This is an optimization exercise on Yosys and OpenROAD, whose aim is small area and a short achievable clock period, not a production implementation.

==> module acq_sequencer, before the edit <==
module acq_sequencer (
   input  logic                                     clk,
   input  logic                                     rst_accum_all,
   input  logic [adpll_cfg_pkg::FCWW-1:0]           fcw,
   input  adpll_types_pkg::adpll_mode_e             mode,
   input  adpll_types_pkg::coef_regs_s              coefs,
   input  logic                                     lock_seen,
   input  logic signed [7:0]                        lock_word,
   output logic                                     st_cl,
   output logic                                     st_cm,
   output logic                                     st_cs,
   output adpll_types_pkg::filt_cfg_s               filt,
   output logic                                     accum_clr,
   output logic                                     ld_en,
   output logic                                     ld_clr,
   output logic signed [4:0]                        fixed_l,
   output logic signed [7:0]                        fixed_m,
   output adpll_types_pkg::pwr_ctrl_s               pwr,
   output logic                                     channel_lock
);
   adpll_types_pkg::acq_state_e     state;
   logic [adpll_cfg_pkg::FCWW-1:0]  fcw_last;
   adpll_types_pkg::adpll_mode_e    mode_last;
   logic [adpll_cfg_pkg::TCW-1:0]   time_cnt;
   logic                            en_integral;
   adpll_types_pkg::coef_set_s      cs;
   assign st_cl = (state == adpll_types_pkg::ST_CL);
   assign st_cm = (state == adpll_types_pkg::ST_CM);
   assign st_cs = (state == adpll_types_pkg::ST_CS);
   assign cs = (mode == adpll_types_pkg::MODE_TX) ? coefs.tx : coefs.rx;
   always_comb begin
      filt.alpha       = coefs.rx.alpha_s;
      filt.beta        = coefs.beta;
      filt.lambda      = coefs.rx.lambda;
      filt.iir_n       = 2'd0;
      filt.en_integral = en_integral;
      case (state)
         adpll_types_pkg::ST_CL: filt.alpha = coefs.alpha_l;
         adpll_types_pkg::ST_CM: filt.alpha = coefs.alpha_m;
         adpll_types_pkg::ST_CS: begin
            filt.alpha  = cs.alpha_s;
            filt.lambda = cs.lambda;
            filt.iir_n  = cs.iir_n;
         end
         default: ;
      endcase
   end
   always_ff @(posedge clk) begin
      if (rst_accum_all) begin
         state        <= adpll_types_pkg::ST_IDLE;
         time_cnt     <= '0;
         pwr          <= '1;
         accum_clr    <= 1'b0;
         ld_en        <= 1'b0;
         ld_clr       <= 1'b0;
         fixed_l      <= '0;
         fixed_m      <= '0;
         channel_lock <= 1'b0;
         en_integral  <= 1'b0;
         fcw_last     <= '0;
         mode_last    <= adpll_types_pkg::MODE_PD;
      end else begin
         fcw_last  <= fcw;
         mode_last <= mode;
         if (fcw != fcw_last || mode != mode_last) begin
            state <= adpll_types_pkg::ST_IDLE;
         end else begin
            case (state)
               adpll_types_pkg::ST_IDLE: begin
                  time_cnt     <= '0;
                  fixed_l      <= '0;
                  fixed_m      <= '0;
                  ld_en        <= 1'b0;
                  ld_clr       <= 1'b1;
                  channel_lock <= 1'b0;
                  en_integral  <= 1'b0;
                  if (mode == adpll_types_pkg::MODE_PD) begin
                     pwr <= '1;
                  end
                  if (mode == adpll_types_pkg::MODE_RX || mode == adpll_types_pkg::MODE_TX) begin
                     state <= adpll_types_pkg::ST_PU;
                  end
               end
               adpll_types_pkg::ST_PU: begin
                  time_cnt   <= time_cnt + 1'b1;
                  pwr.dco_pd <= 1'b0;
                  if (time_cnt == adpll_cfg_pkg::T_TDC_PU) begin
                     pwr.tdc_pd <= 1'b0;
                  end
                  if (time_cnt == adpll_cfg_pkg::T_INJ_PU) begin
                     pwr.tdc_pd_inj <= 1'b0;
                  end
                  if (time_cnt == adpll_cfg_pkg::T_PU_DONE) begin
                     state     <= adpll_types_pkg::ST_CL;
                     accum_clr <= 1'b1;
                     time_cnt  <= '0;
                  end
               end
               adpll_types_pkg::ST_CL: begin
                  accum_clr <= 1'b0;
                  ld_clr    <= 1'b0;
                  ld_en     <= 1'b1;
                  if (lock_seen && !ld_clr) begin
                     fixed_l   <= lock_word[4:0];
                     state     <= adpll_types_pkg::ST_CM;
                     accum_clr <= 1'b1;
                     ld_clr    <= 1'b1;
                  end
               end
               adpll_types_pkg::ST_CM: begin
                  accum_clr <= 1'b0;
                  ld_clr    <= 1'b0;
                  if (lock_seen && !ld_clr) begin
                     fixed_m   <= lock_word;
                     state     <= adpll_types_pkg::ST_CS;
                     accum_clr <= 1'b1;
                     ld_en     <= 1'b0;
                  end
               end
               adpll_types_pkg::ST_CS: begin
                  accum_clr <= 1'b0;
                  time_cnt  <= time_cnt + 1'b1;
                  if (coefs.beta != 4'd0) begin
                     en_integral <= 1'b1;
                  end
                  if (time_cnt == adpll_cfg_pkg::T_CH_LOCK) begin
                     channel_lock <= 1'b1;
                  end
               end
               default: state <= adpll_types_pkg::ST_IDLE;
            endcase
         end
      end
   end
endmodule
Settings: LEC_CHECK=0, ABC_AREA=1, CAP_MARGIN=20, CORE_MARGIN=2, CORE_UTILIZATION=60, PLACE_DENSITY=0.75, SLEW_MARGIN=20; clock period 33.0 ns.
standard.sh (not shown) runs the stock make flow with config.mk's settings and CLKGATE_MAP_FILE= SYNTH_SCRIPT=/design/flow/synth_recipe.tcl, a recipe that flattens the netlist after the stock synthesis.
==> flow/flow/run.sh <==
#!/bin/bash
# The standard layout (standard.sh: unchanged synthesis, floorplan, placement,
# CTS, routing), with two settings changed:
#  - the port buffers are plain buf_1 cells instead of the delay buffers the
#    resizer picks by default (every port still gets its own buffer);
#  - CTS uses clkbuf_16 with larger sink clusters and no dummy loads.
# The whole ORFS run's output goes to standard_flow.log here; ORFS also keeps
# each step's own log under orfs/logs/.
set -euo pipefail
export BUFFER_PORTS_ARGS="-buffer_cell sky130_fd_sc_hd__buf_1"
export CTS_ARGS="-sink_clustering_enable -repair_clock_nets -buf_list sky130_fd_sc_hd__clkbuf_16 -dont_use_dummy_load -sink_clustering_size 20 -sink_clustering_max_diameter 120"
bash standard.sh finish > standard_flow.log 2>&1
Next try:
--- a/flow/design.v
+++ b/flow/design.v
@@ -311,11 +311,10 @@
       endcase
    end
    always_ff @(posedge clk) begin
       if (rst_accum_all) begin
          state        <= adpll_types_pkg::ST_IDLE;
-         time_cnt     <= '0;
          pwr          <= '1;
          accum_clr    <= 1'b0;
          ld_en        <= 1'b0;
          ld_clr       <= 1'b0;
          fixed_l      <= '0;
=>
- The changed run finished with timing, DRC and antenna clean
- final cell count went down slightly
- critical path depth came out lower by 4
- routed wire length falls by a few percent
- clock skew stays flat
- non-clock buffer count falls by 2
- setup slack loses 0.25 ns
- synthesized cell count came out lower slightly
Function was not checked in any run of this note: the RTL went through the layout flow alone.

[re-timing with driven ports]
The results above use ideal ports. As a check the final layouts listed here were re-extracted and re-timed, cells and wires unchanged.
Step 1 sets driving cells, clkbuf_16 on the clock port and buf_2 on the other inputs (assumed; they add their load-dependent delay and slew).
Step 2, shift: input delay + t, output delay - t, t = (earliest + latest rising clock arrival at the registers) / 2. This alone moves slack from input paths to output paths.
Three values: ideal, step 1, step 2; two values: the first two.
run | t, ns | slack for setup (ns) | hold slack, ns
the first run | 0.568 | 1.974 / 1.946 / 1.946 | 0.455 / 0.455 / 0.455
the second run | 0.563 | 1.725 / 1.666 / 1.666 | 0.453 / 0.453 / 0.453
After both steps every run listed still meets setup and hold. For the second run, which loses most, drivers alone change the setup slack by -0.059 ns; drivers and shift together by -0.059 ns.
